Source: an optimization exercise on an open RTL-to-GDS flow (aim: small area, a short achievable clock period and few clock cycles). Production flows keep margins and buffers that such runs may drop. RTL that was checked went through simulation tests only; none was proved equivalent to the original. The RTL of run 2 was laid out without a check of its function.

## flow/design.v (module list and top-level ports; edited modules follow where they fit)
// module cordic_rot_iter: 1590 lines
module cordic_rot_iter (
    input  logic        clk_i,
    input  logic        rst_i,
    input  logic        valid_i,
    output logic        ready_o,
    input  logic [63:0] angle_i,
    output logic        valid_o,
    input  logic        ready_i,
    output logic [63:0] cos_o,
    output logic [63:0] sin_o,
    output logic        range_err_o
);
  // ...
==> flow/run.sh <==
#!/bin/bash
# synth_recipe.tcl (not shown) runs the flow's synth.tcl, then flattens the netlist and writes it again
# the make line also repeats each setting of config.mk as NAME=value (left out here)
make -C /OpenROAD-flow-scripts/flow DESIGN_CONFIG=/design/flow/config.mk WORK_HOME=/design/flow/orfs CLKGATE_MAP_FILE= SYNTH_SCRIPT=/design/flow/synth_recipe.tcl finish
==> flow/config.mk <==
export PLATFORM = sky130hd
export DESIGN_NAME = cordic_rot_iter
export DESIGN_NICKNAME = cordic_rot_iter
export VERILOG_FILES = /design/flow/design.v
export SDC_FILE = /design/flow/constraint.sdc
export NUM_CORES = 4
export LEC_CHECK = 0
export CAP_MARGIN = 20
export CORE_MARGIN = 2
export CORE_UTILIZATION = 40
export SLEW_MARGIN = 20
==> flow/constraint.sdc <==
create_clock -name core_clock -period 8.0 [get_ports {clk_i}]
set_input_delay 1.6000 -clock core_clock [delete_from_list [all_inputs] [get_ports {clk_i}]]
set_output_delay 1.6000 -clock core_clock [all_outputs]
set_load 0.01 [all_outputs]
==> results.yml, run 1 <==
sta:
  finalSetupViolCount: 0
  clock-skew-final_ps: 46.18
  finalCritPeriodShare_pct: 61.11
clocking:
  clk_path_buf_depth: 4
  postCtsSetupBuffers: 0
  cts.htree.levels: 5
  root_buffer: "clkbuf_16"
  cts.repair.resized: 0
  cts.reportedPaths.clkPinSlew_ps: 60
drt:
  routed_wl_mm: 484.6
  wl_met2_mm: 230.1
critical_path:
  end_kind: "primary output"
  critical_path.top_delay_family: "buffers and inverters"
  r2r_start: "z_q9[25]"
  crit_arrival_ps: 3290
  critPathCapture: "ready_o"
  path_cells: "buf_4 > clkinv_16 > clkdlybuf4s50_1"
  path_buf_inv: 3
  crit_start: "s_v"
hold_path:
  hold_path_startpoint: "zb_q21[8]"
grt:
  grt_use_met3_pct: 2.558
  use_met2_pct: 34.52
  grt_usage_pct: 20.16
  first_global_vias: 131400
synthesis:
  yosys.cell_types.count: 89
  synth-compound-area-share_pct: 19.45
  syn_area_per_cell_um2: 10.26
floorplan:
  core_area_um2: 456800
  io_pins: 199
  dieArea_um2: 464600
flow_run:
  cap_violations: 0
final_layout:
  multi_input_area_um2: 104300
  final_cell_area_um2: 203600
  sh_seq_area_pct: 36.73
  layout-drive-gt1-share_pct: 4.791
  multi_input_area_share_pct: 51.25
  antenna_cells: 6
place:
  dpl-instance-area_um2: 193400
  hpwl_mm: 362.8
  post-place-ws_ps: 3433
run_status:
  status: "no timing/DRC/antenna violations"
Testbench counts, summed over its fixed seeds: cycles 1,872.
==> run 2: changes to the inputs <==
--- a/flow/design.v
+++ b/flow/design.v
@@ -20,92 +20,74 @@
     logic fit_q1;
     logic signed [33:0] z_q1;
     logic d0;
     assign d0 = ~z_q1[33];
     logic e0;
     assign e0 = ~fit_q1 | (z_q1 > HALF_PI) | (z_q1 < -HALF_PI);
     logic signed [32:0] z1;
     assign z1 = 33'(z_q1 + (d0 ? -34'sd3373259426 : 34'sd3373259426));
+    logic d1;
+    assign d1 = ~z1[32];
+    logic signed [31:0] z2;
+    assign z2 = 32'(z1 + (d1 ? -33'sd1991351318 : 33'sd1991351318));
     logic v_q2;
     logic e_q2;
-    logic signed [32:0] z_q2;
+    logic signed [31:0] z_q2;
     logic d0_q2;
-    logic d1;
-    assign d1 = ~z_q2[32];
-    logic signed [31:0] z2;
-    assign z2 = 32'(z_q2 + (d1 ? -33'sd1991351318 : 33'sd1991351318));
-    logic v_q3;
-    logic e_q3;
-    logic signed [31:0] z_q3;
-    logic d0_q2_q3;
-    logic d1_q3;
+    logic d1_q2;
     logic d2;
-    assign d2 = ~z_q3[31];
+    assign d2 = ~z_q2[31];
     logic signed [30:0] z3;
-    assign z3 = 31'(z_q3 + (d2 ? -32'sd1052175346 : 32'sd1052175346));
-    logic v_q4;
-    logic e_q4;
-    logic signed [30:0] z_q4;
-    logic d0_q2_q3_q4;
-    logic d1_q3_q4;
-    logic d2_q4;
+    assign z3 = 31'(z_q2 + (d2 ? -32'sd1052175346 : 32'sd1052175346));
     logic d3;
-    assign d3 = ~z_q4[30];
+    assign d3 = ~z3[30];
     logic signed [29:0] z4;
-    assign z4 = 30'(z_q4 + (d3 ? -31'sd534100635 : 31'sd534100635));
-    logic v_q5;
-    logic e_q5;
-    logic signed [29:0] z_q5;
-    logic d0_q2_q3_q4_q5;
-    logic d1_q3_q4_q5;
-    logic d2_q4_q5;
-    logic d3_q5;
+    assign z4 = 30'(z3 + (d3 ? -31'sd534100635 : 31'sd534100635));
+    logic v_q3;
+    logic e_q3;
+    logic signed [29:0] z_q3;
+    logic d0_q2_q3;
+    logic d1_q2_q3;
+    logic d2_q3;
+    logic d3_q3;
     logic d4;
-    assign d4 = ~z_q5[29];
+    assign d4 = ~z_q3[29];
     logic signed [28:0] z5;
-    assign z5 = 29'(z_q5 + (d4 ? -30'sd268086748 : 30'sd268086748));
-    logic v_q6;
-    logic e_q6;
-    logic signed [28:0] z_q6;
-    logic d0_q2_q3_q4_q5_q6;
-    logic d1_q3_q4_q5_q6;
-    logic d2_q4_q5_q6;
-    logic d3_q5_q6;
-    logic d4_q6;
+    assign z5 = 29'(z_q3 + (d4 ? -30'sd268086748 : 30'sd268086748));
     logic d5;
-    assign d5 = ~z_q6[28];
+    assign d5 = ~z5[28];
     logic signed [27:0] z6;
-    assign z6 = 28'(z_q6 + (d5 ? -29'sd134174063 : 29'sd134174063));
-    logic v_q7;
-    logic e_q7;
-    logic signed [27:0] z_q7;
-    logic d0_q2_q3_q4_q5_q6_q7;
-    logic d1_q3_q4_q5_q6_q7;
-    logic d2_q4_q5_q6_q7;
-    logic d3_q5_q6_q7;
-    logic d4_q6_q7;
-    logic d5_q7;
+    assign z6 = 28'(z5 + (d5 ? -29'sd134174063 : 29'sd134174063));
+    logic v_q4;
+    logic e_q4;
+    logic signed [27:0] z_q4;
+    logic d0_q2_q3_q4;
+    logic d1_q2_q3_q4;
+    logic d2_q3_q4;
+    logic d3_q3_q4;
+    logic d4_q4;
+    logic d5_q4;
     logic d6;
-    assign d6 = ~z_q7[27];
+    assign d6 = ~z_q4[27];
     logic signed [26:0] z7;
-    assign z7 = 27'(z_q7 + (d6 ? -28'sd67103403 : 28'sd67103403));
-    logic v_q8;
-    logic e_q8;
-    logic signed [26:0] z_q8;
-    logic d0_q2_q3_q4_q5_q6_q7_q8;
-    logic d1_q3_q4_q5_q6_q7_q8;
-    logic d2_q4_q5_q6_q7_q8;
-    logic d3_q5_q6_q7_q8;
-    logic d4_q6_q7_q8;
-    logic d5_q7_q8;
-    logic d6_q8;
+    assign z7 = 27'(z_q4 + (d6 ? -28'sd67103403 : 28'sd67103403));
+    logic v_q5;
+    logic e_q5;
+    logic signed [26:0] z_q5;
+    logic d0_q2_q3_q4_q5;
+    logic d1_q2_q3_q4_q5;
+    logic d2_q3_q4_q5;
+    logic d3_q3_q4_q5;
+    logic d4_q4_q5;
+    logic d5_q4_q5;
+    logic d6_q5;
     logic signed [32:0] x7, y7;
     always_comb begin
-        case ({d6_q8, d5_q7_q8, d4_q6_q7_q8, d3_q5_q6_q7_q8, d2_q4_q5_q6_q7_q8, d1_q3_q4_q5_q6_q7_q8, d0_q2_q3_q4_q5_q6_q7_q8})
+        case ({d6_q5, d5_q4_q5, d4_q4_q5, d3_q3_q4_q5, d2_q3_q4_q5, d1_q2_q3_q4_q5, d0_q2_q3_q4_q5})
             7'd0: x7[15:0] = 16'h309e;
             7'd1: x7[15:0] = 16'hb40c;
             7'd2: x7[15:0] = 16'h46d0;
             7'd3: x7[15:0] = 16'h7853;
             7'd4: x7[15:0] = 16'h3456;
             7'd5: x7[15:0] = 16'h5acf;
             7'd6: x7[15:0] = 16'h680d;
             7'd7: x7[15:0] = 16'hc9c;
@@ -227,17 +209,17 @@
             7'd123: x7[15:0] = 16'h345a;
             7'd124: x7[15:0] = 16'h7857;
             7'd125: x7[15:0] = 16'h46d4;
             7'd126: x7[15:0] = 16'hb410;
             7'd127: x7[15:0] = 16'h30a2;
         endcase
     end
     always_comb begin
-        case ({d6_q8, d5_q7_q8, d4_q6_q7_q8, d3_q5_q6_q7_q8, d2_q4_q5_q6_q7_q8, d1_q3_q4_q5_q6_q7_q8, d0_q2_q3_q4_q5_q6_q7_q8})
+        case ({d6_q5, d5_q4_q5, d4_q4_q5, d3_q3_q4_q5, d2_q3_q4_q5, d1_q2_q3_q4_q5, d0_q2_q3_q4_q5})
             7'd0: x7[31:16] = 16'hd802;
             7'd1: x7[31:16] = 16'hfcd8;
             7'd2: x7[31:16] = 16'hb248;
             7'd3: x7[31:16] = 16'hb7b3;
             7'd4: x7[31:16] = 16'h53b3;
             7'd5: x7[31:16] = 16'hf1eb;
             7'd6: x7[31:16] = 16'hf3c1;
             7'd7: x7[31:16] = 16'h4e31;
@@ -359,17 +341,17 @@
             7'd123: x7[31:16] = 16'h53b3;
             7'd124: x7[31:16] = 16'hb7b3;
             7'd125: x7[31:16] = 16'hb248;
             7'd126: x7[31:16] = 16'hfcd8;
             7'd127: x7[31:16] = 16'hd802;
         endcase
     end
     always_comb begin
-        case ({d6_q8, d5_q7_q8, d4_q6_q7_q8, d3_q5_q6_q7_q8, d2_q4_q5_q6_q7_q8, d1_q3_q4_q5_q6_q7_q8, d0_q2_q3_q4_q5_q6_q7_q8})
+        case ({d6_q5, d5_q4_q5, d4_q4_q5, d3_q3_q4_q5, d2_q3_q4_q5, d1_q2_q3_q4_q5, d0_q2_q3_q4_q5})
             7'd0: x7[32:32] = 1'h1;
             7'd1: x7[32:32] = 1'h0;
             7'd2: x7[32:32] = 1'h0;
             7'd3: x7[32:32] = 1'h0;
             7'd4: x7[32:32] = 1'h0;
             7'd5: x7[32:32] = 1'h0;
             7'd6: x7[32:32] = 1'h0;
             7'd7: x7[32:32] = 1'h0;
@@ -491,17 +473,17 @@
             7'd123: x7[32:32] = 1'h0;
             7'd124: x7[32:32] = 1'h0;
             7'd125: x7[32:32] = 1'h0;
             7'd126: x7[32:32] = 1'h0;
             7'd127: x7[32:32] = 1'h1;
         endcase
     end
     always_comb begin
-        case ({d6_q8, d5_q7_q8, d4_q6_q7_q8, d3_q5_q6_q7_q8, d2_q4_q5_q6_q7_q8, d1_q3_q4_q5_q6_q7_q8, d0_q2_q3_q4_q5_q6_q7_q8})
+        case ({d6_q5, d5_q4_q5, d4_q4_q5, d3_q3_q4_q5, d2_q3_q4_q5, d1_q2_q3_q4_q5, d0_q2_q3_q4_q5})
             7'd0: y7[15:0] = 16'h4bf4;
             7'd1: y7[15:0] = 16'h30a2;
             7'd2: y7[15:0] = 16'h87ad;
             7'd3: y7[15:0] = 16'h46d4;
             7'd4: y7[15:0] = 16'ha531;
             7'd5: y7[15:0] = 16'h345a;
             7'd6: y7[15:0] = 16'hf364;
             7'd7: y7[15:0] = 16'h6811;
@@ -623,17 +605,17 @@
             7'd123: y7[15:0] = 16'h5acf;
             7'd124: y7[15:0] = 16'hb92c;
             7'd125: y7[15:0] = 16'h7853;
             7'd126: y7[15:0] = 16'hcf5f;
             7'd127: y7[15:0] = 16'hb40c;
         endcase
     end
     always_comb begin
-        case ({d6_q8, d5_q7_q8, d4_q6_q7_q8, d3_q5_q6_q7_q8, d2_q4_q5_q6_q7_q8, d1_q3_q4_q5_q6_q7_q8, d0_q2_q3_q4_q5_q6_q7_q8})
+        case ({d6_q5, d5_q4_q5, d4_q4_q5, d3_q3_q4_q5, d2_q3_q4_q5, d1_q2_q3_q4_q5, d0_q2_q3_q4_q5})
             7'd0: y7[31:16] = 16'h327;
             7'd1: y7[31:16] = 16'hd802;
             7'd2: y7[31:16] = 16'h484c;
             7'd3: y7[31:16] = 16'hb248;
             7'd4: y7[31:16] = 16'he14;
             7'd5: y7[31:16] = 16'h53b3;
             7'd6: y7[31:16] = 16'hb1ce;
             7'd7: y7[31:16] = 16'hf3c1;
@@ -755,17 +737,17 @@
             7'd123: y7[31:16] = 16'hf1eb;
             7'd124: y7[31:16] = 16'h4db7;
             7'd125: y7[31:16] = 16'hb7b3;
             7'd126: y7[31:16] = 16'h27fd;
             7'd127: y7[31:16] = 16'hfcd8;
         endcase
     end
     always_comb begin
-        case ({d6_q8, d5_q7_q8, d4_q6_q7_q8, d3_q5_q6_q7_q8, d2_q4_q5_q6_q7_q8, d1_q3_q4_q5_q6_q7_q8, d0_q2_q3_q4_q5_q6_q7_q8})
+        case ({d6_q5, d5_q4_q5, d4_q4_q5, d3_q3_q4_q5, d2_q3_q4_q5, d1_q2_q3_q4_q5, d0_q2_q3_q4_q5})
             7'd0: y7[32:32] = 1'h1;
             7'd1: y7[32:32] = 1'h1;
             7'd2: y7[32:32] = 1'h1;
             7'd3: y7[32:32] = 1'h0;
             7'd4: y7[32:32] = 1'h1;
             7'd5: y7[32:32] = 1'h0;
             7'd6: y7[32:32] = 1'h1;
             7'd7: y7[32:32] = 1'h0;
@@ -887,439 +869,439 @@
             7'd123: y7[32:32] = 1'h0;
             7'd124: y7[32:32] = 1'h1;
             7'd125: y7[32:32] = 1'h0;
             7'd126: y7[32:32] = 1'h0;
             7'd127: y7[32:32] = 1'h0;
         endcase
     end
     logic d7;
-    assign d7 = ~z_q8[26];
+    assign d7 = ~z_q5[26];
     logic signed [25:0] z8;
-    assign z8 = 26'(z_q8 + (d7 ? -27'sd33553749 : 27'sd33553749));
+    assign z8 = 26'(z_q5 + (d7 ? -27'sd33553749 : 27'sd33553749));
     logic signed [32:0] yp7;
     assign yp7 = y7 ^ {33{d7}};
-    logic v_q9;
-    logic e_q9;
-    logic dcur_q9;
-    logic signed [25:0] z_q9;
-    logic signed [32:0] x_q9;
-    logic signed [32:0] yp_q9;
+    logic v_q6;
+    logic e_q6;
+    logic dcur_q6;
+    logic signed [25:0] z_q6;
+    logic signed [32:0] x_q6;
+    logic signed [32:0] yp_q6;
     logic d8;
-    assign d8 = ~z_q9[25];
+    assign d8 = ~z_q6[25];
     logic signed [24:0] z9;
-    assign z9 = 25'(z_q9 + (d8 ? -26'sd16777131 : 26'sd16777131));
+    assign z9 = 25'(z_q6 + (d8 ? -26'sd16777131 : 26'sd16777131));
     logic m7;
-    assign m7 = dcur_q9 ^ d8;
+    assign m7 = dcur_q6 ^ d8;
     logic signed [32:0] x8, yp8;
     logic [33:0] xt7;
-    assign xt7 = {33'(x_q9), 1'b1} + {33'(yp_q9 >>> 7), dcur_q9};
+    assign xt7 = {33'(x_q6), 1'b1} + {33'(yp_q6 >>> 7), dcur_q6};
     assign x8 = xt7[33:1];
-    assign yp8 = (33'(yp_q9) - 33'(x_q9 >>> 7)) ^ {33{m7}};
-    logic v_q10;
-    logic e_q10;
-    logic dcur_q10;
-    logic signed [24:0] z_q10;
-    logic signed [32:0] x_q10;
-    logic signed [32:0] yp_q10;
+    assign yp8 = (33'(yp_q6) - 33'(x_q6 >>> 7)) ^ {33{m7}};
+    logic v_q7;
+    logic e_q7;
+    logic dcur_q7;
+    logic signed [24:0] z_q7;
+    logic signed [32:0] x_q7;
+    logic signed [32:0] yp_q7;
     logic d9;
-    assign d9 = ~z_q10[24];
+    assign d9 = ~z_q7[24];
     logic signed [23:0] z10;
-    assign z10 = 24'(z_q10 + (d9 ? -25'sd8388597 : 25'sd8388597));
+    assign z10 = 24'(z_q7 + (d9 ? -25'sd8388597 : 25'sd8388597));
     logic m8;
-    assign m8 = dcur_q10 ^ d9;
+    assign m8 = dcur_q7 ^ d9;
     logic signed [32:0] x9, yp9;
     logic [33:0] xt8;
-    assign xt8 = {33'(x_q10), 1'b1} + {33'(yp_q10 >>> 8), dcur_q10};
+    assign xt8 = {33'(x_q7), 1'b1} + {33'(yp_q7 >>> 8), dcur_q7};
     assign x9 = xt8[33:1];
-    assign yp9 = (33'(yp_q10) - 33'(x_q10 >>> 8)) ^ {33{m8}};
-    logic v_q11;
-    logic e_q11;
-    logic dcur_q11;
-    logic signed [23:0] z_q11;
-    logic signed [32:0] x_q11;
-    logic signed [32:0] yp_q11;
+    assign yp9 = (33'(yp_q7) - 33'(x_q7 >>> 8)) ^ {33{m8}};
+    logic v_q8;
+    logic e_q8;
+    logic dcur_q8;
+    logic signed [23:0] z_q8;
+    logic signed [32:0] x_q8;
+    logic signed [32:0] yp_q8;
     logic d10;
-    assign d10 = ~z_q11[23];
+    assign d10 = ~z_q8[23];
     logic signed [22:0] z11;
-    assign z11 = 23'(z_q11 + (d10 ? -24'sd4194303 : 24'sd4194303));
+    assign z11 = 23'(z_q8 + (d10 ? -24'sd4194303 : 24'sd4194303));
     logic [20:0] zb11;   
     assign zb11 = {~z11[22], z11[21:2]};
     logic m9;
-    assign m9 = dcur_q11 ^ d10;
+    assign m9 = dcur_q8 ^ d10;
     logic signed [32:0] x10, yp10;
     logic [33:0] xt9;
-    assign xt9 = {33'(x_q11), 1'b1} + {33'(yp_q11 >>> 9), dcur_q11};
+    assign xt9 = {33'(x_q8), 1'b1} + {33'(yp_q8 >>> 9), dcur_q8};
     assign x10 = xt9[33:1];
-    assign yp10 = (33'(yp_q11) - 33'(x_q11 >>> 9)) ^ {33{m9}};
-    logic v_q12;
-    logic e_q12;
-    logic dcur_q12;
-    logic [20:0] zb_q12;
-    logic signed [32:0] x_q12;
-    logic signed [32:0] yp_q12;
+    assign yp10 = (33'(yp_q8) - 33'(x_q8 >>> 9)) ^ {33{m9}};
+    logic v_q9;
+    logic e_q9;
+    logic dcur_q9;
+    logic [20:0] zb_q9;
+    logic signed [32:0] x_q9;
+    logic signed [32:0] yp_q9;
     logic d11;
-    assign d11 = zb_q12[20];
+    assign d11 = zb_q9[20];
     logic [19:0] zbd11;
-    assign zbd11 = zb_q12[19:0];
+    assign zbd11 = zb_q9[19:0];
     logic m10;
-    assign m10 = dcur_q12 ^ d11;
+    assign m10 = dcur_q9 ^ d11;
     logic signed [32:0] x11, yp11;
     logic [33:0] xt10;
-    assign xt10 = {33'(x_q12), 1'b1} + {33'(yp_q12 >>> 10), dcur_q12};
+    assign xt10 = {33'(x_q9), 1'b1} + {33'(yp_q9 >>> 10), dcur_q9};
     assign x11 = xt10[33:1];
-    assign yp11 = (33'(yp_q12) - 33'(x_q12 >>> 10)) ^ {33{m10}};
-    logic v_q13;
-    logic e_q13;
-    logic dcur_q13;
-    logic [19:0] zb_q13;
-    logic signed [32:0] x_q13;
-    logic signed [32:0] yp_q13;
+    assign yp11 = (33'(yp_q9) - 33'(x_q9 >>> 10)) ^ {33{m10}};
+    logic v_q10;
+    logic e_q10;
+    logic dcur_q10;
+    logic [19:0] zb_q10;
+    logic signed [32:0] x_q10;
+    logic signed [32:0] yp_q10;
     logic d12;
-    assign d12 = zb_q13[19];
+    assign d12 = zb_q10[19];
     logic [18:0] zbd12;
-    assign zbd12 = zb_q13[18:0];
+    assign zbd12 = zb_q10[18:0];
     logic m11;
-    assign m11 = dcur_q13 ^ d12;
+    assign m11 = dcur_q10 ^ d12;
     logic signed [32:0] x12, yp12;
     logic [33:0] xt11;
-    assign xt11 = {33'(x_q13), 1'b1} + {33'(yp_q13 >>> 11), dcur_q13};
+    assign xt11 = {33'(x_q10), 1'b1} + {33'(yp_q10 >>> 11), dcur_q10};
     assign x12 = xt11[33:1];
-    assign yp12 = (33'(yp_q13) - 33'(x_q13 >>> 11)) ^ {33{m11}};
-    logic v_q14;
-    logic e_q14;
-    logic dcur_q14;
-    logic [18:0] zb_q14;
-    logic signed [32:0] x_q14;
-    logic signed [32:0] yp_q14;
+    assign yp12 = (33'(yp_q10) - 33'(x_q10 >>> 11)) ^ {33{m11}};
+    logic v_q11;
+    logic e_q11;
+    logic dcur_q11;
+    logic [18:0] zb_q11;
+    logic signed [32:0] x_q11;
+    logic signed [32:0] yp_q11;
     logic d13;
-    assign d13 = zb_q14[18];
+    assign d13 = zb_q11[18];
     logic [17:0] zbd13;
-    assign zbd13 = zb_q14[17:0];
+    assign zbd13 = zb_q11[17:0];
     logic m12;
-    assign m12 = dcur_q14 ^ d13;
+    assign m12 = dcur_q11 ^ d13;
     logic signed [33:0] x13, yp13;
     logic [34:0] xt12;
-    assign xt12 = {34'(x_q14), 1'b1} + {34'(yp_q14 >>> 12), dcur_q14};
+    assign xt12 = {34'(x_q11), 1'b1} + {34'(yp_q11 >>> 12), dcur_q11};
     assign x13 = xt12[34:1];
-    assign yp13 = (34'(yp_q14) - 34'(x_q14 >>> 12)) ^ {34{m12}};
-    logic v_q15;
-    logic e_q15;
-    logic dcur_q15;
-    logic [17:0] zb_q15;
-    logic signed [33:0] x_q15;
-    logic signed [33:0] yp_q15;
+    assign yp13 = (34'(yp_q11) - 34'(x_q11 >>> 12)) ^ {34{m12}};
+    logic v_q12;
+    logic e_q12;
+    logic dcur_q12;
+    logic [17:0] zb_q12;
+    logic signed [33:0] x_q12;
+    logic signed [33:0] yp_q12;
     logic d14;
-    assign d14 = zb_q15[17];
+    assign d14 = zb_q12[17];
     logic [16:0] zbd14;
-    assign zbd14 = zb_q15[16:0];
+    assign zbd14 = zb_q12[16:0];
     logic m13;
-    assign m13 = dcur_q15 ^ d14;
+    assign m13 = dcur_q12 ^ d14;
     logic signed [33:0] x14, yp14;
     logic [34:0] xt13;
-    assign xt13 = {34'(x_q15), 1'b1} + {34'(yp_q15 >>> 13), dcur_q15};
+    assign xt13 = {34'(x_q12), 1'b1} + {34'(yp_q12 >>> 13), dcur_q12};
     assign x14 = xt13[34:1];
-    assign yp14 = (34'(yp_q15) - 34'(x_q15 >>> 13)) ^ {34{m13}};
-    logic v_q16;
-    logic e_q16;
-    logic dcur_q16;
-    logic [16:0] zb_q16;
-    logic signed [33:0] x_q16;
-    logic signed [33:0] yp_q16;
+    assign yp14 = (34'(yp_q12) - 34'(x_q12 >>> 13)) ^ {34{m13}};
+    logic v_q13;
+    logic e_q13;
+    logic dcur_q13;
+    logic [16:0] zb_q13;
+    logic signed [33:0] x_q13;
+    logic signed [33:0] yp_q13;
     logic d15;
-    assign d15 = zb_q16[16];
+    assign d15 = zb_q13[16];
     logic [15:0] zbd15;
-    assign zbd15 = zb_q16[15:0];
+    assign zbd15 = zb_q13[15:0];
     logic m14;
-    assign m14 = dcur_q16 ^ d15;
+    assign m14 = dcur_q13 ^ d15;
     logic signed [33:0] x15, yp15;
     logic [34:0] xt14;
-    assign xt14 = {34'(x_q16), 1'b1} + {34'(yp_q16 >>> 14), dcur_q16};
+    assign xt14 = {34'(x_q13), 1'b1} + {34'(yp_q13 >>> 14), dcur_q13};
     assign x15 = xt14[34:1];
-    assign yp15 = (34'(yp_q16) - 34'(x_q16 >>> 14)) ^ {34{m14}};
-    logic v_q17;
-    logic e_q17;
-    logic dcur_q17;
-    logic [15:0] zb_q17;
-    logic signed [33:0] x_q17;
-    logic signed [33:0] yp_q17;
+    assign yp15 = (34'(yp_q13) - 34'(x_q13 >>> 14)) ^ {34{m14}};
+    logic v_q14;
+    logic e_q14;
+    logic dcur_q14;
+    logic [15:0] zb_q14;
+    logic signed [33:0] x_q14;
+    logic signed [33:0] yp_q14;
     logic d16;
-    assign d16 = zb_q17[15];
+    assign d16 = zb_q14[15];
     logic [14:0] zbd16;
-    assign zbd16 = zb_q17[14:0];
+    assign zbd16 = zb_q14[14:0];
     logic m15;
-    assign m15 = dcur_q17 ^ d16;
+    assign m15 = dcur_q14 ^ d16;
     logic signed [33:0] x16, yp16;
     logic [34:0] xt15;
-    assign xt15 = {34'(x_q17), 1'b1} + {34'(yp_q17 >>> 15), dcur_q17};
+    assign xt15 = {34'(x_q14), 1'b1} + {34'(yp_q14 >>> 15), dcur_q14};
     assign x16 = xt15[34:1];
-    assign yp16 = (34'(yp_q17) - 34'(x_q17 >>> 15)) ^ {34{m15}};
-    logic v_q18;
-    logic e_q18;
-    logic dcur_q18;
-    logic [14:0] zb_q18;
-    logic signed [33:0] x_q18;
-    logic signed [33:0] yp_q18;
+    assign yp16 = (34'(yp_q14) - 34'(x_q14 >>> 15)) ^ {34{m15}};
+    logic v_q15;
+    logic e_q15;
+    logic dcur_q15;
+    logic [14:0] zb_q15;
+    logic signed [33:0] x_q15;
+    logic signed [33:0] yp_q15;
     logic d17;
-    assign d17 = zb_q18[14];
+    assign d17 = zb_q15[14];
     logic [13:0] zbd17;
-    assign zbd17 = zb_q18[13:0];
+    assign zbd17 = zb_q15[13:0];
     logic m16;
-    assign m16 = dcur_q18 ^ d17;
+    assign m16 = dcur_q15 ^ d17;
     logic signed [33:0] x17, yp17;
     logic [34:0] xt16;
-    assign xt16 = {34'(x_q18), 1'b1} + {34'(yp_q18 >>> 16), dcur_q18};
+    assign xt16 = {34'(x_q15), 1'b1} + {34'(yp_q15 >>> 16), dcur_q15};
     assign x17 = xt16[34:1];
-    assign yp17 = (34'(yp_q18) - 34'(x_q18 >>> 16)) ^ {34{m16}};
-    logic v_q19;
-    logic e_q19;
-    logic dcur_q19;
-    logic [13:0] zb_q19;
-    logic signed [33:0] x_q19;
-    logic signed [33:0] yp_q19;
+    assign yp17 = (34'(yp_q15) - 34'(x_q15 >>> 16)) ^ {34{m16}};
+    logic v_q16;
+    logic e_q16;
+    logic dcur_q16;
+    logic [13:0] zb_q16;
+    logic signed [33:0] x_q16;
+    logic signed [33:0] yp_q16;
     logic d18;
-    assign d18 = zb_q19[13];
+    assign d18 = zb_q16[13];
     logic [12:0] zbd18;
-    assign zbd18 = zb_q19[12:0];
+    assign zbd18 = zb_q16[12:0];
     logic m17;
-    assign m17 = dcur_q19 ^ d18;
+    assign m17 = dcur_q16 ^ d18;
     logic signed [33:0] x18, yp18;
     logic [34:0] xt17;
-    assign xt17 = {34'(x_q19), 1'b1} + {34'(yp_q19 >>> 17), dcur_q19};
+    assign xt17 = {34'(x_q16), 1'b1} + {34'(yp_q16 >>> 17), dcur_q16};
     assign x18 = xt17[34:1];
-    assign yp18 = (34'(yp_q19) - 34'(x_q19 >>> 17)) ^ {34{m17}};
-    logic v_q20;
-    logic e_q20;
-    logic dcur_q20;
-    logic [12:0] zb_q20;
-    logic signed [33:0] x_q20;
-    logic signed [33:0] yp_q20;
+    assign yp18 = (34'(yp_q16) - 34'(x_q16 >>> 17)) ^ {34{m17}};
+    logic v_q17;
+    logic e_q17;
+    logic dcur_q17;
+    logic [12:0] zb_q17;
+    logic signed [33:0] x_q17;
+    logic signed [33:0] yp_q17;
     logic d19;
-    assign d19 = zb_q20[12];
+    assign d19 = zb_q17[12];
     logic [11:0] zbd19;
-    assign zbd19 = zb_q20[11:0];
+    assign zbd19 = zb_q17[11:0];
     logic m18;
-    assign m18 = dcur_q20 ^ d19;
+    assign m18 = dcur_q17 ^ d19;
     logic signed [33:0] x19, yp19;
     logic [34:0] xt18;
-    assign xt18 = {34'(x_q20), 1'b1} + {34'(yp_q20 >>> 18), dcur_q20};
+    assign xt18 = {34'(x_q17), 1'b1} + {34'(yp_q17 >>> 18), dcur_q17};
     assign x19 = xt18[34:1];
-    assign yp19 = (34'(yp_q20) - 34'(x_q20 >>> 18)) ^ {34{m18}};
-    logic v_q21;
-    logic e_q21;
-    logic dcur_q21;
-    logic [11:0] zb_q21;
-    logic signed [33:0] x_q21;
-    logic signed [33:0] yp_q21;
+    assign yp19 = (34'(yp_q17) - 34'(x_q17 >>> 18)) ^ {34{m18}};
+    logic v_q18;
+    logic e_q18;
+    logic dcur_q18;
+    logic [11:0] zb_q18;
+    logic signed [33:0] x_q18;
+    logic signed [33:0] yp_q18;
     logic d20;
-    assign d20 = zb_q21[11];
+    assign d20 = zb_q18[11];
     logic [10:0] zbd20;
-    assign zbd20 = zb_q21[10:0];
+    assign zbd20 = zb_q18[10:0];
     logic m19;
-    assign m19 = dcur_q21 ^ d20;
+    assign m19 = dcur_q18 ^ d20;
     logic signed [33:0] x20, yp20;
     logic [34:0] xt19;
-    assign xt19 = {34'(x_q21), 1'b1} + {34'(yp_q21 >>> 19), dcur_q21};
+    assign xt19 = {34'(x_q18), 1'b1} + {34'(yp_q18 >>> 19), dcur_q18};
     assign x20 = xt19[34:1];
-    assign yp20 = (34'(yp_q21) - 34'(x_q21 >>> 19)) ^ {34{m19}};
-    logic v_q22;
-    logic e_q22;
-    logic dcur_q22;
-    logic [10:0] zb_q22;
-    logic signed [33:0] x_q22;
-    logic signed [33:0] yp_q22;
+    assign yp20 = (34'(yp_q18) - 34'(x_q18 >>> 19)) ^ {34{m19}};
+    logic v_q19;
+    logic e_q19;
+    logic dcur_q19;
+    logic [10:0] zb_q19;
+    logic signed [33:0] x_q19;
+    logic signed [33:0] yp_q19;
     logic d21;
-    assign d21 = zb_q22[10];
+    assign d21 = zb_q19[10];
     logic [9:0] zbd21;
-    assign zbd21 = zb_q22[9:0];
+    assign zbd21 = zb_q19[9:0];
     logic m20;
-    assign m20 = dcur_q22 ^ d21;
+    assign m20 = dcur_q19 ^ d21;
     logic signed [33:0] x21, yp21;
     logic [34:0] xt20;
-    assign xt20 = {34'(x_q22), 1'b1} + {34'(yp_q22 >>> 20), dcur_q22};
+    assign xt20 = {34'(x_q19), 1'b1} + {34'(yp_q19 >>> 20), dcur_q19};
     assign x21 = xt20[34:1];
-    assign yp21 = (34'(yp_q22) - 34'(x_q22 >>> 20)) ^ {34{m20}};
-    logic v_q23;
-    logic e_q23;
-    logic dcur_q23;
-    logic [9:0] zb_q23;
-    logic signed [33:0] x_q23;
-    logic signed [33:0] yp_q23;
+    assign yp21 = (34'(yp_q19) - 34'(x_q19 >>> 20)) ^ {34{m20}};
+    logic v_q20;
+    logic e_q20;
+    logic dcur_q20;
+    logic [9:0] zb_q20;
+    logic signed [33:0] x_q20;
+    logic signed [33:0] yp_q20;
     logic d22;
-    assign d22 = zb_q23[9];
+    assign d22 = zb_q20[9];
     logic [8:0] zbd22;
-    assign zbd22 = zb_q23[8:0];
+    assign zbd22 = zb_q20[8:0];
     logic m21;
-    assign m21 = dcur_q23 ^ d22;
+    assign m21 = dcur_q20 ^ d22;
     logic signed [33:0] x22, yp22;
     logic [34:0] xt21;
-    assign xt21 = {34'(x_q23), 1'b1} + {34'(yp_q23 >>> 21), dcur_q23};
+    assign xt21 = {34'(x_q20), 1'b1} + {34'(yp_q20 >>> 21), dcur_q20};
     assign x22 = xt21[34:1];
-    assign yp22 = (34'(yp_q23) - 34'(x_q23 >>> 21)) ^ {34{m21}};
-    logic v_q24;
-    logic e_q24;
-    logic dcur_q24;
-    logic [8:0] zb_q24;
-    logic signed [33:0] x_q24;
-    logic signed [33:0] yp_q24;
+    assign yp22 = (34'(yp_q20) - 34'(x_q20 >>> 21)) ^ {34{m21}};
+    logic v_q21;
+    logic e_q21;
+    logic dcur_q21;
+    logic [8:0] zb_q21;
+    logic signed [33:0] x_q21;
+    logic signed [33:0] yp_q21;
     logic d23;
-    assign d23 = zb_q24[8];
+    assign d23 = zb_q21[8];
     logic [7:0] zbd23;
-    assign zbd23 = zb_q24[7:0];
+    assign zbd23 = zb_q21[7:0];
     logic m22;
-    assign m22 = dcur_q24 ^ d23;
+    assign m22 = dcur_q21 ^ d23;
     logic signed [33:0] x23, yp23;
     logic [34:0] xt22;
-    assign xt22 = {34'(x_q24), 1'b1} + {34'(yp_q24 >>> 22), dcur_q24};
+    assign xt22 = {34'(x_q21), 1'b1} + {34'(yp_q21 >>> 22), dcur_q21};
     assign x23 = xt22[34:1];
-    assign yp23 = (34'(yp_q24) - 34'(x_q24 >>> 22)) ^ {34{m22}};
-    logic v_q25;
-    logic e_q25;
-    logic dcur_q25;
-    logic [7:0] zb_q25;
-    logic signed [33:0] x_q25;
-    logic signed [33:0] yp_q25;
+    assign yp23 = (34'(yp_q21) - 34'(x_q21 >>> 22)) ^ {34{m22}};
+    logic v_q22;
+    logic e_q22;
+    logic dcur_q22;
+    logic [7:0] zb_q22;
+    logic signed [33:0] x_q22;
+    logic signed [33:0] yp_q22;
     logic d24;
-    assign d24 = zb_q25[7];
+    assign d24 = zb_q22[7];
     logic [6:0] zbd24;
-    assign zbd24 = zb_q25[6:0];
+    assign zbd24 = zb_q22[6:0];
     logic m23;
-    assign m23 = dcur_q25 ^ d24;
+    assign m23 = dcur_q22 ^ d24;
     logic signed [33:0] x24, yp24;
     logic [34:0] xt23;
-    assign xt23 = {34'(x_q25), 1'b1} + {34'(yp_q25 >>> 23), dcur_q25};
+    assign xt23 = {34'(x_q22), 1'b1} + {34'(yp_q22 >>> 23), dcur_q22};
     assign x24 = xt23[34:1];
-    assign yp24 = (34'(yp_q25) - 34'(x_q25 >>> 23)) ^ {34{m23}};
-    logic v_q26;
-    logic e_q26;
-    logic dcur_q26;
-    logic [6:0] zb_q26;
-    logic signed [33:0] x_q26;
-    logic signed [33:0] yp_q26;
+    assign yp24 = (34'(yp_q22) - 34'(x_q22 >>> 23)) ^ {34{m23}};
+    logic v_q23;
+    logic e_q23;
+    logic dcur_q23;
+    logic [6:0] zb_q23;
+    logic signed [33:0] x_q23;
+    logic signed [33:0] yp_q23;
     logic d25;
-    assign d25 = zb_q26[6];
+    assign d25 = zb_q23[6];
     logic [5:0] zbd25;
-    assign zbd25 = zb_q26[5:0];
+    assign zbd25 = zb_q23[5:0];
     logic m24;
-    assign m24 = dcur_q26 ^ d25;
+    assign m24 = dcur_q23 ^ d25;
     logic signed [33:0] x25, yp25;
     logic [34:0] xt24;
-    assign xt24 = {34'(x_q26), 1'b1} + {34'(yp_q26 >>> 24), dcur_q26};
+    assign xt24 = {34'(x_q23), 1'b1} + {34'(yp_q23 >>> 24), dcur_q23};
     assign x25 = xt24[34:1];
-    assign yp25 = (34'(yp_q26) - 34'(x_q26 >>> 24)) ^ {34{m24}};
-    logic v_q27;
-    logic e_q27;
-    logic dcur_q27;
-    logic [5:0] zb_q27;
-    logic signed [33:0] x_q27;
-    logic signed [33:0] yp_q27;
+    assign yp25 = (34'(yp_q23) - 34'(x_q23 >>> 24)) ^ {34{m24}};
+    logic v_q24;
+    logic e_q24;
+    logic dcur_q24;
+    logic [5:0] zb_q24;
+    logic signed [33:0] x_q24;
+    logic signed [33:0] yp_q24;
     logic d26;
-    assign d26 = zb_q27[5];
+    assign d26 = zb_q24[5];
     logic [4:0] zbd26;
-    assign zbd26 = zb_q27[4:0];
+    assign zbd26 = zb_q24[4:0];
     logic m25;
-    assign m25 = dcur_q27 ^ d26;
+    assign m25 = dcur_q24 ^ d26;
     logic signed [33:0] x26, yp26;
     logic [34:0] xt25;
-    assign xt25 = {34'(x_q27), 1'b1} + {34'(yp_q27 >>> 25), dcur_q27};
+    assign xt25 = {34'(x_q24), 1'b1} + {34'(yp_q24 >>> 25), dcur_q24};
     assign x26 = xt25[34:1];
-    assign yp26 = (34'(yp_q27) - 34'(x_q27 >>> 25)) ^ {34{m25}};
-    logic v_q28;
-    logic e_q28;
-    logic dcur_q28;
-    logic [4:0] zb_q28;
-    logic signed [33:0] x_q28;
-    logic signed [33:0] yp_q28;
+    assign yp26 = (34'(yp_q24) - 34'(x_q24 >>> 25)) ^ {34{m25}};
+    logic v_q25;
+    logic e_q25;
+    logic dcur_q25;
+    logic [4:0] zb_q25;
+    logic signed [33:0] x_q25;
+    logic signed [33:0] yp_q25;
     logic d27;
-    assign d27 = zb_q28[4];
+    assign d27 = zb_q25[4];
     logic [3:0] zbd27;
-    assign zbd27 = zb_q28[3:0];
+    assign zbd27 = zb_q25[3:0];
     logic m26;
-    assign m26 = dcur_q28 ^ d27;
+    assign m26 = dcur_q25 ^ d27;
     logic signed [33:0] x27, yp27;
     logic [34:0] xt26;
-    assign xt26 = {34'(x_q28), 1'b1} + {34'(yp_q28 >>> 26), dcur_q28};
+    assign xt26 = {34'(x_q25), 1'b1} + {34'(yp_q25 >>> 26), dcur_q25};
     assign x27 = xt26[34:1];
-    assign yp27 = (34'(yp_q28) - 34'(x_q28 >>> 26)) ^ {34{m26}};
-    logic v_q29;
-    logic e_q29;
-    logic dcur_q29;
-    logic [3:0] zb_q29;
-    logic signed [33:0] x_q29;
-    logic signed [33:0] yp_q29;
+    assign yp27 = (34'(yp_q25) - 34'(x_q25 >>> 26)) ^ {34{m26}};
+    logic v_q26;
+    logic e_q26;
+    logic dcur_q26;
+    logic [3:0] zb_q26;
+    logic signed [33:0] x_q26;
+    logic signed [33:0] yp_q26;
     logic d28;
-    assign d28 = zb_q29[3];
+    assign d28 = zb_q26[3];
     logic [2:0] zbd28;
-    assign zbd28 = zb_q29[2:0];
+    assign zbd28 = zb_q26[2:0];
     logic m27;
-    assign m27 = dcur_q29 ^ d28;
+    assign m27 = dcur_q26 ^ d28;
     logic signed [33:0] x28, yp28;
     logic [34:0] xt27;
-    assign xt27 = {34'(x_q29), 1'b1} + {34'(yp_q29 >>> 27), dcur_q29};
+    assign xt27 = {34'(x_q26), 1'b1} + {34'(yp_q26 >>> 27), dcur_q26};
     assign x28 = xt27[34:1];
-    assign yp28 = (34'(yp_q29) - 34'(x_q29 >>> 27)) ^ {34{m27}};
-    logic v_q30;
-    logic e_q30;
-    logic dcur_q30;
-    logic [2:0] zb_q30;
-    logic signed [33:0] x_q30;
-    logic signed [33:0] yp_q30;
+    assign yp28 = (34'(yp_q26) - 34'(x_q26 >>> 27)) ^ {34{m27}};
+    logic v_q27;
+    logic e_q27;
+    logic dcur_q27;
+    logic [2:0] zb_q27;
+    logic signed [33:0] x_q27;
+    logic signed [33:0] yp_q27;
     logic d29;
-    assign d29 = zb_q30[2];
+    assign d29 = zb_q27[2];
     logic [1:0] zbd29;
-    assign zbd29 = zb_q30[1:0];
+    assign zbd29 = zb_q27[1:0];
     logic m28;
-    assign m28 = dcur_q30 ^ d29;
+    assign m28 = dcur_q27 ^ d29;
     logic signed [33:0] x29, yp29;
     logic [34:0] xt28;
-    assign xt28 = {34'(x_q30), 1'b1} + {34'(yp_q30 >>> 28), dcur_q30};
+    assign xt28 = {34'(x_q27), 1'b1} + {34'(yp_q27 >>> 28), dcur_q27};
     assign x29 = xt28[34:1];
-    assign yp29 = (34'(yp_q30) - 34'(x_q30 >>> 28)) ^ {34{m28}};
-    logic v_q31;
-    logic e_q31;
-    logic dcur_q31;
-    logic [1:0] zb_q31;
-    logic signed [33:0] x_q31;
-    logic signed [33:0] yp_q31;
+    assign yp29 = (34'(yp_q27) - 34'(x_q27 >>> 28)) ^ {34{m28}};
+    logic v_q28;
+    logic e_q28;
+    logic dcur_q28;
+    logic [1:0] zb_q28;
+    logic signed [33:0] x_q28;
+    logic signed [33:0] yp_q28;
     logic d30;
-    assign d30 = zb_q31[1];
+    assign d30 = zb_q28[1];
     logic [0:0] zbd30;
-    assign zbd30 = zb_q31[0:0];
+    assign zbd30 = zb_q28[0:0];
     logic m29;
-    assign m29 = dcur_q31 ^ d30;
+    assign m29 = dcur_q28 ^ d30;
     logic signed [33:0] x30, yp30;
     logic [34:0] xt29;
-    assign xt29 = {34'(x_q31), 1'b1} + {34'(yp_q31 >>> 29), dcur_q31};
+    assign xt29 = {34'(x_q28), 1'b1} + {34'(yp_q28 >>> 29), dcur_q28};
     assign x30 = xt29[34:1];
-    assign yp30 = (34'(yp_q31) - 34'(x_q31 >>> 29)) ^ {34{m29}};
-    logic v_q32;
-    logic e_q32;
-    logic dcur_q32;
-    logic [0:0] zb_q32;
-    logic signed [33:0] x_q32;
-    logic signed [33:0] yp_q32;
+    assign yp30 = (34'(yp_q28) - 34'(x_q28 >>> 29)) ^ {34{m29}};
+    logic v_q29;
+    logic e_q29;
+    logic dcur_q29;
+    logic [0:0] zb_q29;
+    logic signed [33:0] x_q29;
+    logic signed [33:0] yp_q29;
     logic d31;
-    assign d31 = zb_q32[0];
+    assign d31 = zb_q29[0];
     logic m30;
-    assign m30 = dcur_q32 ^ d31;
+    assign m30 = dcur_q29 ^ d31;
     logic signed [33:0] x31, yp31;
     logic [34:0] xt30;
-    assign xt30 = {34'(x_q32), 1'b1} + {34'(yp_q32 >>> 30), dcur_q32};
+    assign xt30 = {34'(x_q29), 1'b1} + {34'(yp_q29 >>> 30), dcur_q29};
     assign x31 = xt30[34:1];
-    assign yp31 = (34'(yp_q32) - 34'(x_q32 >>> 30)) ^ {34{m30}};
-    logic v_q33;
-    logic e_q33;
-    logic dcur_q33;
-    logic signed [33:0] x_q33;
-    logic signed [33:0] yp_q33;
+    assign yp31 = (34'(yp_q29) - 34'(x_q29 >>> 30)) ^ {34{m30}};
+    logic v_q30;
+    logic e_q30;
+    logic dcur_q30;
+    logic signed [33:0] x_q30;
+    logic signed [33:0] yp_q30;
     logic signed [33:0] x32, yp32;
     logic [34:0] xt31;
-    assign xt31 = {34'(x_q33), 1'b1} + {34'(yp_q33 >>> 31), dcur_q33};
+    assign xt31 = {34'(x_q30), 1'b1} + {34'(yp_q30 >>> 31), dcur_q30};
     assign x32 = xt31[34:1];
-    assign yp32 = (34'(yp_q33) - 34'(x_q33 >>> 31)) ^ {34{dcur_q33}};
+    assign yp32 = (34'(yp_q30) - 34'(x_q30 >>> 31)) ^ {34{dcur_q30}};
     logic o_v, s_v, o_e, s_e, o_load;
     logic signed [33:0] o_x, o_y, s_x, s_y;
     assign en = ~s_v;
     assign ready_o = en;
     assign o_load = ~o_v | ready_i;
     always_ff @(posedge clk_i or posedge rst_i) begin
         if (rst_i) begin
             v_q1 <= 1'b0;
@@ -1347,19 +1329,16 @@
             v_q23 <= 1'b0;
             v_q24 <= 1'b0;
             v_q25 <= 1'b0;
             v_q26 <= 1'b0;
             v_q27 <= 1'b0;
             v_q28 <= 1'b0;
             v_q29 <= 1'b0;
             v_q30 <= 1'b0;
-            v_q31 <= 1'b0;
-            v_q32 <= 1'b0;
-            v_q33 <= 1'b0;
             o_v <= 1'b0;
             s_v <= 1'b0;
         end else begin
             if (en) begin
                 v_q1 <= valid_i;
                 v_q2 <= v_q1;
                 v_q3 <= v_q2;
                 v_q4 <= v_q3;
@@ -1384,207 +1363,189 @@
                 v_q23 <= v_q22;
                 v_q24 <= v_q23;
                 v_q25 <= v_q24;
                 v_q26 <= v_q25;
                 v_q27 <= v_q26;
                 v_q28 <= v_q27;
                 v_q29 <= v_q28;
                 v_q30 <= v_q29;
-                v_q31 <= v_q30;
-                v_q32 <= v_q31;
-                v_q33 <= v_q32;
             end
             if (o_load) begin
-                o_v <= s_v | v_q33;
+                o_v <= s_v | v_q30;
                 s_v <= 1'b0;
             end else if (en) begin
-                s_v <= v_q33;
+                s_v <= v_q30;
             end
         end
     end
     always_ff @(posedge clk_i) begin
         if (en) begin
             fit_q1 <= fit0;
             z_q1 <= z0;
             e_q2 <= e0;
-            z_q2 <= z1;
+            z_q2 <= z2;
             d0_q2 <= d0;
+            d1_q2 <= d1;
             e_q3 <= e_q2;
-            z_q3 <= z2;
+            z_q3 <= z4;
             d0_q2_q3 <= d0_q2;
-            d1_q3 <= d1;
+            d1_q2_q3 <= d1_q2;
+            d2_q3 <= d2;
+            d3_q3 <= d3;
             e_q4 <= e_q3;
-            z_q4 <= z3;
+            z_q4 <= z6;
             d0_q2_q3_q4 <= d0_q2_q3;
-            d1_q3_q4 <= d1_q3;
-            d2_q4 <= d2;
+            d1_q2_q3_q4 <= d1_q2_q3;
+            d2_q3_q4 <= d2_q3;
+            d3_q3_q4 <= d3_q3;
+            d4_q4 <= d4;
+            d5_q4 <= d5;
             e_q5 <= e_q4;
-            z_q5 <= z4;
+            z_q5 <= z7;
             d0_q2_q3_q4_q5 <= d0_q2_q3_q4;
-            d1_q3_q4_q5 <= d1_q3_q4;
-            d2_q4_q5 <= d2_q4;
-            d3_q5 <= d3;
+            d1_q2_q3_q4_q5 <= d1_q2_q3_q4;
+            d2_q3_q4_q5 <= d2_q3_q4;
+            d3_q3_q4_q5 <= d3_q3_q4;
+            d4_q4_q5 <= d4_q4;
+            d5_q4_q5 <= d5_q4;
+            d6_q5 <= d6;
             e_q6 <= e_q5;
-            z_q6 <= z5;
-            d0_q2_q3_q4_q5_q6 <= d0_q2_q3_q4_q5;
-            d1_q3_q4_q5_q6 <= d1_q3_q4_q5;
-            d2_q4_q5_q6 <= d2_q4_q5;
-            d3_q5_q6 <= d3_q5;
-            d4_q6 <= d4;
+            dcur_q6 <= d7;
+            z_q6 <= z8;
+            x_q6 <= x7;
+            yp_q6 <= yp7;
             e_q7 <= e_q6;
-            z_q7 <= z6;
-            d0_q2_q3_q4_q5_q6_q7 <= d0_q2_q3_q4_q5_q6;
-            d1_q3_q4_q5_q6_q7 <= d1_q3_q4_q5_q6;
-            d2_q4_q5_q6_q7 <= d2_q4_q5_q6;
-            d3_q5_q6_q7 <= d3_q5_q6;
-            d4_q6_q7 <= d4_q6;
-            d5_q7 <= d5;
+            dcur_q7 <= d8;
+            z_q7 <= z9;
+            x_q7 <= x8;
+            yp_q7 <= yp8;
             e_q8 <= e_q7;
-            z_q8 <= z7;
-            d0_q2_q3_q4_q5_q6_q7_q8 <= d0_q2_q3_q4_q5_q6_q7;
-            d1_q3_q4_q5_q6_q7_q8 <= d1_q3_q4_q5_q6_q7;
-            d2_q4_q5_q6_q7_q8 <= d2_q4_q5_q6_q7;
-            d3_q5_q6_q7_q8 <= d3_q5_q6_q7;
-            d4_q6_q7_q8 <= d4_q6_q7;
-            d5_q7_q8 <= d5_q7;
-            d6_q8 <= d6;
+            dcur_q8 <= d9;
+            z_q8 <= z10;
+            x_q8 <= x9;
+            yp_q8 <= yp9;
             e_q9 <= e_q8;
-            dcur_q9 <= d7;
-            z_q9 <= z8;
-            x_q9 <= x7;
-            yp_q9 <= yp7;
+            dcur_q9 <= d10;
+            zb_q9 <= zb11;
+            x_q9 <= x10;
+            yp_q9 <= yp10;
             e_q10 <= e_q9;
-            dcur_q10 <= d8;
-            z_q10 <= z9;
-            x_q10 <= x8;
-            yp_q10 <= yp8;
+            dcur_q10 <= d11;
+            zb_q10 <= zbd11;
+            x_q10 <= x11;
+            yp_q10 <= yp11;
             e_q11 <= e_q10;
-            dcur_q11 <= d9;
-            z_q11 <= z10;
-            x_q11 <= x9;
-            yp_q11 <= yp9;
+            dcur_q11 <= d12;
+            zb_q11 <= zbd12;
+            x_q11 <= x12;
+            yp_q11 <= yp12;
             e_q12 <= e_q11;
-            dcur_q12 <= d10;
-            zb_q12 <= zb11;
-            x_q12 <= x10;
-            yp_q12 <= yp10;
+            dcur_q12 <= d13;
+            zb_q12 <= zbd13;
+            x_q12 <= x13;
+            yp_q12 <= yp13;
             e_q13 <= e_q12;
-            dcur_q13 <= d11;
-            zb_q13 <= zbd11;
-            x_q13 <= x11;
-            yp_q13 <= yp11;
+            dcur_q13 <= d14;
+            zb_q13 <= zbd14;
+            x_q13 <= x14;
+            yp_q13 <= yp14;
             e_q14 <= e_q13;
-            dcur_q14 <= d12;
-            zb_q14 <= zbd12;
-            x_q14 <= x12;
-            yp_q14 <= yp12;
+            dcur_q14 <= d15;
+            zb_q14 <= zbd15;
+            x_q14 <= x15;
+            yp_q14 <= yp15;
             e_q15 <= e_q14;
-            dcur_q15 <= d13;
-            zb_q15 <= zbd13;
-            x_q15 <= x13;
-            yp_q15 <= yp13;
+            dcur_q15 <= d16;
+            zb_q15 <= zbd16;
+            x_q15 <= x16;
+            yp_q15 <= yp16;
             e_q16 <= e_q15;
-            dcur_q16 <= d14;
-            zb_q16 <= zbd14;
-            x_q16 <= x14;
-            yp_q16 <= yp14;
+            dcur_q16 <= d17;
+            zb_q16 <= zbd17;
+            x_q16 <= x17;
+            yp_q16 <= yp17;
             e_q17 <= e_q16;
-            dcur_q17 <= d15;
-            zb_q17 <= zbd15;
-            x_q17 <= x15;
-            yp_q17 <= yp15;
+            dcur_q17 <= d18;
+            zb_q17 <= zbd18;
+            x_q17 <= x18;
+            yp_q17 <= yp18;
             e_q18 <= e_q17;
-            dcur_q18 <= d16;
-            zb_q18 <= zbd16;
-            x_q18 <= x16;
-            yp_q18 <= yp16;
+            dcur_q18 <= d19;
+            zb_q18 <= zbd19;
+            x_q18 <= x19;
+            yp_q18 <= yp19;
             e_q19 <= e_q18;
-            dcur_q19 <= d17;
-            zb_q19 <= zbd17;
-            x_q19 <= x17;
-            yp_q19 <= yp17;
+            dcur_q19 <= d20;
+            zb_q19 <= zbd20;
+            x_q19 <= x20;
+            yp_q19 <= yp20;
             e_q20 <= e_q19;
-            dcur_q20 <= d18;
-            zb_q20 <= zbd18;
-            x_q20 <= x18;
-            yp_q20 <= yp18;
+            dcur_q20 <= d21;
+            zb_q20 <= zbd21;
+            x_q20 <= x21;
+            yp_q20 <= yp21;
             e_q21 <= e_q20;
-            dcur_q21 <= d19;
-            zb_q21 <= zbd19;
-            x_q21 <= x19;
-            yp_q21 <= yp19;
+            dcur_q21 <= d22;
+            zb_q21 <= zbd22;
+            x_q21 <= x22;
+            yp_q21 <= yp22;
             e_q22 <= e_q21;
-            dcur_q22 <= d20;
-            zb_q22 <= zbd20;
-            x_q22 <= x20;
-            yp_q22 <= yp20;
+            dcur_q22 <= d23;
+            zb_q22 <= zbd23;
+            x_q22 <= x23;
+            yp_q22 <= yp23;
             e_q23 <= e_q22;
-            dcur_q23 <= d21;
-            zb_q23 <= zbd21;
-            x_q23 <= x21;
-            yp_q23 <= yp21;
+            dcur_q23 <= d24;
+            zb_q23 <= zbd24;
+            x_q23 <= x24;
+            yp_q23 <= yp24;
             e_q24 <= e_q23;
-            dcur_q24 <= d22;
-            zb_q24 <= zbd22;
-            x_q24 <= x22;
-            yp_q24 <= yp22;
+            dcur_q24 <= d25;
+            zb_q24 <= zbd25;
+            x_q24 <= x25;
+            yp_q24 <= yp25;
             e_q25 <= e_q24;
-            dcur_q25 <= d23;
-            zb_q25 <= zbd23;
-            x_q25 <= x23;
-            yp_q25 <= yp23;
+            dcur_q25 <= d26;
+            zb_q25 <= zbd26;
+            x_q25 <= x26;
+            yp_q25 <= yp26;
             e_q26 <= e_q25;
-            dcur_q26 <= d24;
-            zb_q26 <= zbd24;
-            x_q26 <= x24;
-            yp_q26 <= yp24;
+            dcur_q26 <= d27;
+            zb_q26 <= zbd27;
+            x_q26 <= x27;
+            yp_q26 <= yp27;
             e_q27 <= e_q26;
-            dcur_q27 <= d25;
-            zb_q27 <= zbd25;
-            x_q27 <= x25;
-            yp_q27 <= yp25;
+            dcur_q27 <= d28;
+            zb_q27 <= zbd28;
+            x_q27 <= x28;
+            yp_q27 <= yp28;
             e_q28 <= e_q27;
-            dcur_q28 <= d26;
-            zb_q28 <= zbd26;
-            x_q28 <= x26;
-            yp_q28 <= yp26;
+            dcur_q28 <= d29;
+            zb_q28 <= zbd29;
+            x_q28 <= x29;
+            yp_q28 <= yp29;
             e_q29 <= e_q28;
-            dcur_q29 <= d27;
-            zb_q29 <= zbd27;
-            x_q29 <= x27;
-            yp_q29 <= yp27;
+            dcur_q29 <= d30;
+            zb_q29 <= zbd30;
+            x_q29 <= x30;
+            yp_q29 <= yp30;
             e_q30 <= e_q29;
-            dcur_q30 <= d28;
-            zb_q30 <= zbd28;
-            x_q30 <= x28;
-            yp_q30 <= yp28;
-            e_q31 <= e_q30;
-            dcur_q31 <= d29;
-            zb_q31 <= zbd29;
-            x_q31 <= x29;
-            yp_q31 <= yp29;
-            e_q32 <= e_q31;
-            dcur_q32 <= d30;
-            zb_q32 <= zbd30;
-            x_q32 <= x30;
-            yp_q32 <= yp30;
-            e_q33 <= e_q32;
-            dcur_q33 <= d31;
-            x_q33 <= x31;
-            yp_q33 <= yp31;
+            dcur_q30 <= d31;
+            x_q30 <= x31;
+            yp_q30 <= yp31;
         end
         if (o_load) begin
             o_x <= s_v ? s_x : x32;
             o_y <= s_v ? s_y : yp32;
-            o_e <= s_v ? s_e : e_q33;
+            o_e <= s_v ? s_e : e_q30;
         end
         if (en) begin
             s_x <= x32;
             s_y <= yp32;
-            s_e <= e_q33;
+            s_e <= e_q30;
         end
     end
     assign valid_o = o_v;
     assign cos_o = {{30{o_x[33]}}, o_x};
     assign sin_o = {{30{o_y[33]}}, o_y};
     assign range_err_o = o_e;
 endmodule
==> results.yml, run 2 <==
run_status:
  status: "no timing/DRC/antenna violations"
synthesis:
  syn_area_per_cell_um2: 10.13
  synth.area.top_cells: "edfxtp_1 39%, ha_1 14%, xnor2_1 10%"
  synth_flop_cell: "edfxtp_1"
  synth_most_common_cell: "edfxtp_1"
  synth_cells: 17590
  synth.yosys.seq_area_share_pct: 40.14
  synth_area_um2: 178300
  yosys.cell_types.count: 107
  syn-num-nets: 19650
  ys_ff_latch: 2422
  synth_top_area_share_pct: 38.54
  synthTopCellsByCount: "2288 x edfxtp_1, 2047 x xnor2_1, 1927 x ha_1"
  synth_edf_count: 2288
  yosys.area.top_type: "edfxtp_1"
  yosys_warnings: 1
  synthArstFlopShare_pct: 1.321
critical_path:
  crit_fanout: 29
  cp.required_ps: 8710
  end_kind: "flip-flop"
  start_kind: "flip-flop"
  reg2reg_slack_ps: 1040
  crit_start: "z_q1[33]"
  crit_arrival_ps: 7670
  r2r_start: "z_q1[33]"
  crit_type: "reg2reg"
hold_path:
  hold_path_startpoint: "e_q14"
  hold_path.class: "reg2reg"
floorplan:
  dieArea_um2: 451000
  rows: 245
  core_area_um2: 444500
  start_util_pct: 40.11
  die_h_um: 671.6
  io_pins: 199
  dieWidth_um: 671.6
clocking:
  cts.htree.levels: 5
  cts_tree: "yes"
  cts.repair.resized: 0
  cts_buffers: 298
  clk_path_buf_depth: 4
  root_buffer: "clkbuf_16"
  postCtsSetupBuffers: 0
  cts.reportedPaths.clkPinSlew_ps: 60
  insertion_delay_ps: 940
  numClockSinks: 2422
  cts-hold-fix-buffers: 0
sta:
  finalCritPeriodShare_pct: 87.06
  worstMarginPinSlew_ps: 1301
  drv_slew: 0
  holdWs_ps: 369.7
  hold_viol_final: 0
  clock-skew-final_ps: 67.67
  setup_tns_ps: 0
  grt_setup_unrepaired: "false"
  min_period_ps: 6965
  fmax_ghz: 0.1436
  slew_headroom_pct: 13.29
  finalSetupViolCount: 0
  fin_ws_ps: 1035
flow_run:
  cap_violations: 0
grt:
  grt_usage_pct: 20.32
  first_global_vias: 127800
  overflow: 0
  grt_pass1_wl_mm: 732.7
  antenna_found_initial: 7
  grt_max_degree: 179
place:
  portBuffers: 198
  post-place-ws_ps: 1082
  gp_congestion: 0.9594
  hpwl_mm: 355.3
drt:
  wl_per_cell_um: 19.63
  vias: 131500
  routed_wl_mm: 471.4
  vias_per_cell: 5.478
  antenna_left: 0
  drt_iter0_drc: 9490
  firstDrtPassIters: 6
  drc: 0
final_layout:
  synthToLayoutAreaGrowth_pct: 10.73
  layout-drive-gt1-share_pct: 4.962
  layout_commonest_cell: "edfxtp_1"
  final_net_count: 19900
  layout_common_cells: "2288 x edfxtp_1, 2047 x xnor2_1, 1926 x ha_1"
## run 2: logic make-up after synthesis
| group | Yosys count | synth area share (%) |
|---|---|---|
| compound gates | 5036 | 18.08 |
| xor+xnor | 2718 | 13.35 |
| fa+ha+maj | 1984 | 14.16 |
| buf+inv | 1399 | 3.091 |
| flops | 2422 | 40.14 |
| mux | 85 | 0.5510 |
| simple gates | 3949 | 10.62 |
## run 2: final timing paths
check,depth (start not counted),to
min,0,e_q15
min in group asynchronous,3,o_v
max in group asynchronous,3,s_v
max,25,z_q2[28]
max reg2reg,25,z_q2[28]
min reg2reg,0,e_q15
## run 2: metrics by stage
stage          util (%)  cell area [um^2]  instances
3_5_place_dp      42.25            187800      23480
5_1_grt           44.41            197400      24010
6_report          44.41            197400      24010
3_3_place_gp      42.25            187800      23480
2_1_floorplan         -            178300      17590
4_1_cts           44.40            197300      24000
## run 2: routing by layer
metal / global-route usage [%] / share of wire [%] / up-vias
met5: 0 / 0.0057 / -
met4: 6.709 / 3.6 / 4
met3: 2.614 / 4.6 / 890
met2: 35.40 / 48 / 2968
met1: 25.98 / 44 / 62270
li1: - / - / 65400
## run 2: cell type report
class                   count  area, um^2
inverters                 992        3732
flip-flops and latches   2422       71550
fillers                 42310      247100
multi-input cells       13770      101800
clock buffers             364        7923
well taps                5928        7417
diodes                      4       10.01
clock inverters           164        1619
repair buffers            364        3386
## run 2: critical path, stage by stage (launching register included)
cell	delay, ps
edfxtp_1	400
inv_1	570
ha_1	430
a211oi_2	280
o211ai_2	140
nand3b_1	140
a21boi_2	90
o2111ai_1	310
a211o_1	190
and3_4	450
clkinv_2	120
ha_1	350
o21ai_0	180
a21boi_0	290
o21ai_0	150
a21boi_0	330
nor2_1	130
or2_1	240
a2111oi_0	460
a2111o_1	220
o2bb2ai_1	170
o21ai_2	130
o21ai_1	320
nand2_1	150
a21o_1	180
a221oi_1	320

## separate check: timing with driven ports
Ports are ideal in the flow. The routed layouts listed here were re-timed in OpenROAD.
Step 1 assumes that a clkbuf_16 drives the clock port and a buf_2 every other input.
Step 2 also shifts input and output timing later by t, the mid clock arrival at the registers, as if the neighbouring blocks saw the same clock.
Slacks: no drivers / after step 1 / after step 2; pairs: no drivers / after step 1.
run | t, ns | setup slack, ns | worst setup path at the end | worst slew at a driven data input, ns
run 1 | 1.042 | 3.111 / 2.995 / 3.380 | register to register | 0.04
run 2 | 1.013 | 1.035 / 1.035 / 1.035 | register to register | 0.07
After both steps setup and hold are still met in every run listed.
